What follows belongs to an exercise in optimizing a design on an open flow for small area, a short achievable clock period and few clock cycles per item; a production flow would make more cautious choices.
Only simulation tests tie the RTL to the original design; equivalence was not proved.

==> build 6 <==
// mdu_param
module mdu_param #(
    parameter int WIDTH       = 32,
    parameter int MULT_CYCLES = 5,
    parameter int DIV_CYCLES  = 10
) (
    input  logic             clk,
    input  logic             reset,
    input  logic             req,
    input  logic [WIDTH-1:0] in_a,
    input  logic [WIDTH-1:0] in_b,
    input  logic [3:0]       MDUOp,
    input  logic             start,
    output logic [WIDTH-1:0] data_hi,
    output logic [WIDTH-1:0] data_lo,
    output logic             busy
);
==> flow/config.mk <==
export PLATFORM = sky130hd
export DESIGN_NAME = mdu_param
export DESIGN_NICKNAME = mdu_param
export VERILOG_FILES = /design/flow/design.v
export SDC_FILE = /design/flow/constraint.sdc
export NUM_CORES = 4
export LEC_CHECK = 0
export ABC_AREA = 1
export CAP_MARGIN = 20
export CORE_MARGIN = 2
export CORE_UTILIZATION = 40
export SLEW_MARGIN = 20
export TNS_END_PERCENT = 0
==> flow/constraint.sdc <==
create_clock -name core_clock -period 90.0 [get_ports {clk}]
set_input_delay 18.0000 -clock core_clock [delete_from_list [all_inputs] [get_ports {clk}]]
set_output_delay 18.0000 -clock core_clock [all_outputs]
set_load 0.01 [all_outputs]
standard.sh (not shown) runs the stock make flow with config.mk's settings and CLKGATE_MAP_FILE= SYNTH_SCRIPT=/design/flow/synth_recipe.tcl, a recipe that flattens the netlist after the stock synthesis.
==> flow/flow/run.sh <==
#!/bin/bash
set -euo pipefail
cd "$(dirname "$0")/.."
bash standard.sh \
  "BUFFER_PORTS_ARGS=-buffer_cell sky130_fd_sc_hd__buf_2" \
  SETUP_SLACK_MARGIN=71 \
  finish > standard_flow.log 2>&1
==> build 12: changes against build 6 <==
--- a/flow/design.v
+++ b/flow/design.v
@@ -9,22 +9,22 @@
     input  logic [WIDTH-1:0] in_a,
     input  logic [WIDTH-1:0] in_b,
     input  logic [3:0]       MDUOp,
     input  logic             start,
     output logic [WIDTH-1:0] data_hi,
     output logic [WIDTH-1:0] data_lo,
     output logic             busy
 );
-    localparam int MR  = 8;                     
-    localparam int MNC = 2;                     
+    localparam int MR  = 9;                     
+    localparam int MNC = (17 + MR - 1) / MR;    
     localparam int WW  = 2 * MR + 36;           
     localparam int RB  = 2 * MR * (MNC - 1);    
     localparam int HOF = 32 - RB;               
-    localparam int XW  = 35;                    
+    localparam int XW  = 34;                    
     localparam logic [3:0] OP_MULT  = 4'd1;
     localparam logic [3:0] OP_MULTU = 4'd2;
     localparam logic [3:0] OP_DIV   = 4'd3;
     localparam logic [3:0] OP_DIVU  = 4'd4;
     localparam logic [3:0] OP_MTHI  = 4'd7;
     localparam logic [3:0] OP_MTLO  = 4'd8;
     localparam logic [3:0] OP_MADD  = 4'd9;
     localparam logic [3:0] OP_MADDU = 4'd10;
@@ -65,17 +65,17 @@
     logic          sub_q;       
     logic          acc_q;       
     logic          negq_q;      
     logic          negr_q;      
     logic [XW-1:0] x_q;         
     logic [31:0]   y_q;         
     logic [35:0]   u_q;         
     logic          yprev_q;     
-    logic          acor_q;      
+    logic          aext_q;      
     assign data_hi = hi_q;
     assign data_lo = lo_q;
     assign busy    = busy_q;
     logic accept_s;
     assign accept_s = start & is_long_op(MDUOp) & ~busy_q & ~req;
     task automatic csa(input logic [WW-1:0] a, input logic [WW-1:0] b, input logic [WW-1:0] c,
                        output logic [WW-1:0] s, output logic [WW-1:0] cy);
         s  = a ^ b ^ c;
@@ -103,25 +103,31 @@
     logic [2*MR:0]  mbits_s;    
     logic [WW-1:0]  msum_s;
     logic           mlast_s;
     assign mlast_s = (cnt_q == 5'd1);
     always_comb begin
         logic [34:0]   mext;
         logic          y2, y1, y0, one, two, neg;
         logic [34:0]   sel, p;
-        logic [WW-1:0] ops [0:MR+3];
+        logic [WW-1:0] ops [0:MR+2];
         logic [WW-1:0] l1 [0:7];
         logic [WW-1:0] l2 [0:3];
         logic [WW-1:0] l3 [0:3];
         logic [WW-1:0] l4 [0:1];
         logic [WW-1:0] l5 [0:1];
         logic [WW-1:0] nk;
         logic [WW-1:0] konst;
-        mbits_s = {y_q[2*MR-1:0], yprev_q};
+        mbits_s[0] = yprev_q;
+        for (int i = 0; i < 2 * MR; i++) begin
+            mbits_s[i+1] = y_q[(i < 32) ? i : 31];
+            for (int cc = 0; cc < MNC; cc++) begin
+                if ((cnt_q == 5'(MNC - cc)) && (i > 31 - 2 * MR * cc)) mbits_s[i+1] = aext_q;
+            end
+        end
         mext  = {x_q[32], x_q[32], x_q[32:0]};
         ops[0] = WW'({~u_q[35], u_q[34:0]});
         nk     = '0;
         konst  = -(WW'(1) << 35);
         for (int j = 0; j < MR; j++) begin
             y2  = mbits_s[2*j+2];
             y1  = mbits_s[2*j+1];
             y0  = mbits_s[2*j];
@@ -133,112 +139,103 @@
             end
             p        = sel ^ {35{neg}};
             ops[j+1] = WW'({~p[34], p[33:0]}) << (2*j);
             nk[2*j]  = neg;
             konst    = konst - (WW'(1) << (34 + 2*j));
         end
         ops[MR+1] = nk | konst;
         ops[MR+2] = (acc_q && mlast_s) ? (WW'(hi_q) << HOF) : '0;
-        ops[MR+3] = (acor_q && mlast_s) ? (WW'(x_q[31:0] ^ {32{sub_q}}) << HOF) : '0;
-        ops[MR+1][HOF] = acor_q & mlast_s & sub_q;
         csa(ops[0], ops[1], ops[2], l1[0], l1[1]);
         csa(ops[3], ops[4], ops[5], l1[2], l1[3]);
         csa(ops[6], ops[7], ops[8], l1[4], l1[5]);
         csa(ops[9], ops[10], ops[11], l1[6], l1[7]);
         csa(l1[0], l1[1], l1[2], l2[0], l2[1]);
         csa(l1[3], l1[4], l1[5], l2[2], l2[3]);
         csa(l2[0], l2[1], l2[2], l3[0], l3[1]);
         csa(l2[3], l1[6], l1[7], l3[2], l3[3]);
         csa(l3[0], l3[1], l3[2], l4[0], l4[1]);
         csa(l4[0], l4[1], l3[3], l5[0], l5[1]);
         msum_s = bk_add(l5[0], l5[1]);
     end
     logic          sa_s, sb_s, bz_s;
     logic [5:0]    la_s, lb_s;
     logic signed [7:0] dlt_s;
-    logic [3:0]    dsh_s;       
+    logic [4:0]    dsh_s;       
     logic [4:0]    dcnt_s;
-    logic [34:0]   dal_s;
+    logic [33:0]   dal_s;
     logic          sa_c, sub_c, negq_c;
-    logic [28:0]   qh_s;
+    logic [29:0]   qh_s;
     logic [32:0]   rem_s;
-    logic [34:0]   dnx_s;
-    logic [2:0]    ql_s;
+    logic [33:0]   dnx_s;
+    logic [1:0]    ql_s;
     logic [31:0]   quo_s, quof_s;
-    function automatic logic [3:0] div3(input logic [5:0] v);
-        div3 = 4'd0;
-        for (int k = 1; k < 12; k++) begin
-            if (v >= 6'(3 * k)) div3 = 4'(k);
-        end
-    endfunction
     always_comb begin
         sa_s   = sgn_q & y_q[31];
         sb_s   = sgn_q & x_q[31];
         bz_s   = (x_q[31:0] == 32'd0);
         la_s   = lzc32(y_q ^ {32{sa_s}});
         lb_s   = lzc32(x_q[31:0] ^ {32{sb_s}});
         dlt_s  = 8'(lb_s) - 8'(la_s) + 8'(sa_s);
-        dsh_s  = dlt_s[7] ? 4'd0 : div3(6'(dlt_s + 8'sd1));
-        dcnt_s = 5'(dsh_s) + 5'd1;
-        dal_s  = ({{2{x_q[32]}}, x_q[32:0]} << 1) << (6'(dsh_s) * 6'd3);
+        dsh_s  = dlt_s[7] ? 5'd0 : 5'(dlt_s[6:1]);
+        dcnt_s = dsh_s + 5'd1;
+        dal_s  = ({x_q[32], x_q[32:0]} << 1) << {dsh_s, 1'b0};
         sa_c   = prep_q ? sa_s : negr_q;
         sub_c  = prep_q ? (sa_s == sb_s) : sub_q;
         negq_c = prep_q ? (sa_s ^ sb_s) : negq_q;
-        qh_s   = prep_q ? 29'd0 : y_q[28:0];
+        qh_s   = prep_q ? 30'd0 : y_q[29:0];
     end
-    function automatic logic [35:0] bk_add36(input logic [35:0] a, input logic [35:0] b,
+    function automatic logic [34:0] bk_add35(input logic [34:0] a, input logic [34:0] b,
                                              input logic ci);
-        logic [35:0] g, p, pp;
+        logic [34:0] g, p, pp;
         g    = a & b;
         p    = a ^ b;
         pp   = p;
         g[0] = g[0] | (p[0] & ci);
-        for (int l = 0; (1 << l) < 36; l++) begin
-            for (int i = (2 << l) - 1; i < 36; i += (2 << l)) begin
+        for (int l = 0; (1 << l) < 35; l++) begin
+            for (int i = (2 << l) - 1; i < 35; i += (2 << l)) begin
                 g[i]  = g[i] | (pp[i] & g[i - (1 << l)]);
                 pp[i] = pp[i] & pp[i - (1 << l)];
             end
         end
-        for (int l = $clog2(36) - 2; l >= 0; l--) begin
-            for (int i = 3 * (1 << l) - 1; i < 36; i += (2 << l)) begin
+        for (int l = $clog2(35) - 2; l >= 0; l--) begin
+            for (int i = 3 * (1 << l) - 1; i < 35; i += (2 << l)) begin
                 g[i]  = g[i] | (pp[i] & g[i - (1 << l)]);
                 pp[i] = pp[i] & pp[i - (1 << l)];
             end
         end
-        bk_add36 = p ^ {g[34:0], ci};
+        bk_add35 = p ^ {g[33:0], ci};
     endfunction
-    function automatic logic [33:0] div_step(input logic [32:0] r, input logic [34:0] d,
+    function automatic logic [33:0] div_step(input logic [32:0] r, input logic [33:0] d,
                                              input logic sub, input logic neg);
-        logic [35:0] t;
+        logic [34:0] t;
         logic        ok;
-        t  = bk_add36({{3{r[32]}}, r}, {d[34], d}, sub);
-        ok = neg ? (t[35] | (t == 36'd0)) : ~t[35];
+        t  = bk_add35({{2{r[32]}}, r}, {d[33], d}, sub);
+        ok = neg ? (t[34] | (t == 35'd0)) : ~t[34];
         div_step = {ok, ok ? t[32:0] : r};
     endfunction
     always_comb begin
-        logic [33:0] s1, s2, s3;
-        logic [32:0] r2;
-        logic [34:0] d2, d3;
-        s1 = div_step(u_q[32:0], x_q[34:0], sub_q, negr_q);
-        r2 = prep_q ? u_q[32:0] : s1[32:0];
-        d2 = prep_q ? (dal_s ^ {35{sa_s == sb_s}}) : {x_q[34], x_q[34:1]};
-        s2 = div_step(r2, d2, sub_c, sa_c);
-        d3 = {d2[34], d2[34:1]};
-        s3 = div_step(s2[32:0], d3, sub_c, sa_c);
-        ql_s  = {s1[33] & ~prep_q, s2[33], s3[33]};
-        rem_s = s3[32:0];
-        dnx_s = {d3[34], d3[34:1]};
+        logic [33:0] s1, s2;
+        logic [32:0] r1;
+        logic [33:0] d1, d2;
+        r1 = prep_q ? {y_q[31] & sgn_q, y_q} : u_q[32:0];
+        d1 = prep_q ? (dal_s ^ {34{sa_s == sb_s}}) : x_q[33:0];
+        s1 = div_step(r1, d1, sub_c, sa_c);
+        d2 = {d1[33], d1[33:1]};
+        s2 = div_step(s1[32:0], d2, sub_c, sa_c);
+        ql_s  = {s1[33], s2[33]};
+        rem_s = s2[32:0];
+        dnx_s = {d2[33], d2[33:1]};
         quo_s = {qh_s, ql_s};
         if (!negq_c) begin
             quof_s = quo_s;
-        end else if (ql_s == 3'd0) begin
-            quof_s = {29'd0 - qh_s, 3'd0};
+        end else if (ql_s == 2'd0) begin
+            quof_s = {30'd0 - qh_s, 2'd0};
         end else begin
-            quof_s = {~qh_s, 3'd0 - ql_s};
+            quof_s = {~qh_s, 2'd0 - ql_s};
         end
     end
     logic        done_s;        
     logic        res_we_s;      
     logic [63:0] res_s;
     logic        mthi_s, mtlo_s;
     always_comb begin
         if (!div_q) begin
@@ -288,22 +285,20 @@
             yprev_q <= 1'b0;
             div_q   <= is_div_op(MDUOp);
             prep_q  <= is_div_op(MDUOp);
             cnt_q   <= 5'(MNC);
             sgn_q   <= is_signed_op(MDUOp);
             sub_q   <= (MDUOp == OP_MSUB) || (MDUOp == OP_MSUBU);
             acc_q   <= (MDUOp == OP_MADD) || (MDUOp == OP_MADDU) ||
                        (MDUOp == OP_MSUB) || (MDUOp == OP_MSUBU);
-            acor_q  <= ~is_signed_op(MDUOp) & in_a[31];
+            aext_q  <= is_signed_op(MDUOp) & in_a[31];
             if ((MDUOp == OP_MADD) || (MDUOp == OP_MADDU) ||
                 (MDUOp == OP_MSUB) || (MDUOp == OP_MSUBU)) begin
                 u_q <= {4'd0, lo_q};
-            end else if (is_div_op(MDUOp)) begin
-                u_q <= {{4{is_signed_op(MDUOp) & in_a[31]}}, in_a};
             end else begin
                 u_q <= '0;
             end
         end else if (!div_q) begin
             u_q     <= msum_s[WW-1:2*MR];
             y_q     <= 32'({msum_s[2*MR-1:0], y_q} >> (2*MR));
             yprev_q <= mbits_s[2*MR];
             cnt_q   <= cnt_q - 5'd1;
==> flow/flow/run.sh (replaced) <==
#!/bin/bash
# The standard layout, with plain buf_2 cells as the port buffers instead of
# the delay cells buffer_ports picks by default. Every port still gets a buffer.
set -euo pipefail
cd "$(dirname "$0")/.."
bash standard.sh "BUFFER_PORTS_ARGS=-buffer_cell sky130_fd_sc_hd__buf_2" finish > standard_flow.log 2>&1
ABC_AREA = not set   (was 1)
TNS_END_PERCENT = not set   (was 0)
==> build 30: changes against build 6 <==
--- a/flow/design.v
+++ b/flow/design.v
@@ -14,17 +14,17 @@
     output logic [WIDTH-1:0] data_lo,
     output logic             busy
 );
     localparam int MR  = 8;                     
     localparam int MNC = 2;                     
     localparam int WW  = 2 * MR + 36;           
     localparam int RB  = 2 * MR * (MNC - 1);    
     localparam int HOF = 32 - RB;               
-    localparam int XW  = 35;                    
+    localparam int XW  = 34;                    
     localparam logic [3:0] OP_MULT  = 4'd1;
     localparam logic [3:0] OP_MULTU = 4'd2;
     localparam logic [3:0] OP_DIV   = 4'd3;
     localparam logic [3:0] OP_DIVU  = 4'd4;
     localparam logic [3:0] OP_MTHI  = 4'd7;
     localparam logic [3:0] OP_MTLO  = 4'd8;
     localparam logic [3:0] OP_MADD  = 4'd9;
     localparam logic [3:0] OP_MADDU = 4'd10;
@@ -150,95 +150,88 @@
         csa(l2[3], l1[6], l1[7], l3[2], l3[3]);
         csa(l3[0], l3[1], l3[2], l4[0], l4[1]);
         csa(l4[0], l4[1], l3[3], l5[0], l5[1]);
         msum_s = bk_add(l5[0], l5[1]);
     end
     logic          sa_s, sb_s, bz_s;
     logic [5:0]    la_s, lb_s;
     logic signed [7:0] dlt_s;
-    logic [3:0]    dsh_s;       
+    logic [4:0]    dsh_s;       
     logic [4:0]    dcnt_s;
-    logic [34:0]   dal_s;
+    logic [33:0]   dal_s;
     logic          sa_c, sub_c, negq_c;
-    logic [28:0]   qh_s;
+    logic [29:0]   qh_s;
     logic [32:0]   rem_s;
-    logic [34:0]   dnx_s;
-    logic [2:0]    ql_s;
+    logic [33:0]   dnx_s;
+    logic [1:0]    ql_s;
     logic [31:0]   quo_s, quof_s;
-    function automatic logic [3:0] div3(input logic [5:0] v);
-        div3 = 4'd0;
-        for (int k = 1; k < 12; k++) begin
-            if (v >= 6'(3 * k)) div3 = 4'(k);
-        end
-    endfunction
     always_comb begin
         sa_s   = sgn_q & y_q[31];
         sb_s   = sgn_q & x_q[31];
         bz_s   = (x_q[31:0] == 32'd0);
         la_s   = lzc32(y_q ^ {32{sa_s}});
         lb_s   = lzc32(x_q[31:0] ^ {32{sb_s}});
         dlt_s  = 8'(lb_s) - 8'(la_s) + 8'(sa_s);
-        dsh_s  = dlt_s[7] ? 4'd0 : div3(6'(dlt_s + 8'sd1));
-        dcnt_s = 5'(dsh_s) + 5'd1;
-        dal_s  = ({{2{x_q[32]}}, x_q[32:0]} << 1) << (6'(dsh_s) * 6'd3);
+        dsh_s  = dlt_s[7] ? 5'd0 : 5'(dlt_s[6:1]);
+        dcnt_s = dsh_s + 5'd1;
+        dal_s  = ({x_q[32], x_q[32:0]} << 1) << {dsh_s, 1'b0};
         sa_c   = prep_q ? sa_s : negr_q;
         sub_c  = prep_q ? (sa_s == sb_s) : sub_q;
         negq_c = prep_q ? (sa_s ^ sb_s) : negq_q;
-        qh_s   = prep_q ? 29'd0 : y_q[28:0];
+        qh_s   = prep_q ? 30'd0 : y_q[29:0];
     end
-    function automatic logic [35:0] bk_add36(input logic [35:0] a, input logic [35:0] b,
+    function automatic logic [34:0] bk_add35(input logic [34:0] a, input logic [34:0] b,
                                              input logic ci);
-        logic [35:0] g, p, pp;
+        logic [34:0] g, p, pp;
         g    = a & b;
         p    = a ^ b;
         pp   = p;
         g[0] = g[0] | (p[0] & ci);
-        for (int l = 0; (1 << l) < 36; l++) begin
-            for (int i = (2 << l) - 1; i < 36; i += (2 << l)) begin
+        for (int l = 0; (1 << l) < 35; l++) begin
+            for (int i = (2 << l) - 1; i < 35; i += (2 << l)) begin
                 g[i]  = g[i] | (pp[i] & g[i - (1 << l)]);
                 pp[i] = pp[i] & pp[i - (1 << l)];
             end
         end
-        for (int l = $clog2(36) - 2; l >= 0; l--) begin
-            for (int i = 3 * (1 << l) - 1; i < 36; i += (2 << l)) begin
+        for (int l = $clog2(35) - 2; l >= 0; l--) begin
+            for (int i = 3 * (1 << l) - 1; i < 35; i += (2 << l)) begin
                 g[i]  = g[i] | (pp[i] & g[i - (1 << l)]);
                 pp[i] = pp[i] & pp[i - (1 << l)];
             end
         end
-        bk_add36 = p ^ {g[34:0], ci};
+        bk_add35 = p ^ {g[33:0], ci};
     endfunction
-    function automatic logic [33:0] div_step(input logic [32:0] r, input logic [34:0] d,
+    function automatic logic [33:0] div_step(input logic [32:0] r, input logic [33:0] d,
                                              input logic sub, input logic neg);
-        logic [35:0] t;
+        logic [34:0] t;
         logic        ok;
-        t  = bk_add36({{3{r[32]}}, r}, {d[34], d}, sub);
-        ok = neg ? (t[35] | (t == 36'd0)) : ~t[35];
+        t  = bk_add35({{2{r[32]}}, r}, {d[33], d}, sub);
+        ok = neg ? (t[34] | (t == 35'd0)) : ~t[34];
         div_step = {ok, ok ? t[32:0] : r};
     endfunction
     always_comb begin
-        logic [33:0] s1, s2, s3;
-        logic [32:0] r2;
-        logic [34:0] d2, d3;
-        s1 = div_step(u_q[32:0], x_q[34:0], sub_q, negr_q);
-        r2 = prep_q ? u_q[32:0] : s1[32:0];
-        d2 = prep_q ? (dal_s ^ {35{sa_s == sb_s}}) : {x_q[34], x_q[34:1]};
-        s2 = div_step(r2, d2, sub_c, sa_c);
-        d3 = {d2[34], d2[34:1]};
-        s3 = div_step(s2[32:0], d3, sub_c, sa_c);
-        ql_s  = {s1[33] & ~prep_q, s2[33], s3[33]};
-        rem_s = s3[32:0];
-        dnx_s = {d3[34], d3[34:1]};
+        logic [33:0] s1, s2;
+        logic [32:0] r1;
+        logic [33:0] d1, d2;
+        r1 = u_q[32:0];
+        d1 = prep_q ? (dal_s ^ {34{sa_s == sb_s}}) : x_q[33:0];
+        s1 = div_step(r1, d1, sub_c, sa_c);
+        d2 = {d1[33], d1[33:1]};
+        s2 = div_step(s1[32:0], d2, sub_c, sa_c);
+        ql_s  = {s1[33], s2[33]};
+        rem_s = s2[32:0];
+        dnx_s = {d2[33], d2[33:1]};
         quo_s = {qh_s, ql_s};
         if (!negq_c) begin
             quof_s = quo_s;
-        end else if (ql_s == 3'd0) begin
-            quof_s = {29'd0 - qh_s, 3'd0};
+        end else if (ql_s == 2'd0) begin
+            quof_s = {30'd0 - qh_s, 2'd0};
         end else begin
-            quof_s = {~qh_s, 3'd0 - ql_s};
+            quof_s = {~qh_s, 2'd0 - ql_s};
         end
     end
     logic        done_s;        
     logic        res_we_s;      
     logic [63:0] res_s;
     logic        mthi_s, mtlo_s;
     always_comb begin
         if (!div_q) begin
==> results.json <==
{
  "synth_xor_xnor_area_share": 0.111,
  "grt_setup_unrepaired": "no",
  "yosysMostFrequentCell": "inv_1",
  "final_common_cell": "inv_1",
  "status": "finished clean"
}
-- figures above: build 12

==> results.json <==
{
  "wl_met1_um": 65400,
  "synth_xor_xnor_area_share": 0.0932,
  "hold_buffers": 0,
  "yosysMostFrequentCell": "nand2_1",
  "period_share": 0.213,
  "final_common_cell": "nand2_1",
  "grt_setup_unrepaired": "yes",
  "status": "finished clean",
  "netlist-cell-type-count": 62
}
-- figures above: build 6

==> results.json <==
{
  "nNetsFinal": 5277,
  "status": "finished clean",
  "root_buffer": "clkbuf_16",
  "h-tree-depth": 4,
  "final_common_cell": "nand2_1",
  "synth_xor_xnor_area_share": 0.0960,
  "tritoncts": "built",
  "yosysMostFrequentCell": "nand2_1",
  "tightest_slew_ns": 1.14,
  "netlist_top_cells_area": "fa_1 21%, nand2_1 9.1%, inv_1 8.9%"
}
-- figures above: build 30

Testbench counts of build 6, summed over its fixed seeds: cycles 71,426, items 24,000.
Testbench counts of build 12, summed over its fixed seeds: cycles 77,154, items 24,000.
Testbench counts of build 30, summed over its fixed seeds: cycles 77,154, items 24,000.

static timing again, ports no longer ideal:
The results above use ideal ports. As a check the final layouts listed here were re-extracted and re-timed, cells and wires unchanged.
Step 1 (the two cells are an assumption about what drives the block):
set clk [get_ports {clk}]
set_driving_cell -lib_cell sky130_fd_sc_hd__clkbuf_16 $clk
set_driving_cell -lib_cell sky130_fd_sc_hd__buf_2 [delete_from_list [all_inputs] $clk]
Step 2 times the ports against the registers' clock, not the clock port: input delays grow and output delays shrink by t, the midpoint of the rising clock arrivals with the driver on.
Three values: no drivers, after step 1, after step 2; two values: the first two.
| run | t (ns) | slack for setup (ns) | hold WS [ns] | clock arrival spread, ns | slew at the worst register clock pin (ns) |
|---|---|---|---|---|---|
| build 6 | 0.587 | 70.857 / 70.848 / 70.309 | 0.481 / 0.482 / 0.482 | 0.023 / 0.022 | 0.10 / 0.10 |
| build 12 | 0.557 | 70.479 / 70.422 / 69.965 | 0.540 / 0.540 / 0.540 | 0.019 / 0.019 | 0.10 / 0.10 |
| build 30 | 0.564 | 70.948 / 70.882 / 70.497 | 0.456 / 0.456 / 0.456 | 0.013 / 0.013 | 0.08 / 0.08 |
After both steps every run listed still meets setup and hold. For build 6, which loses most, drivers alone change the setup slack by -0.009 ns; drivers and shift together by -0.548 ns.
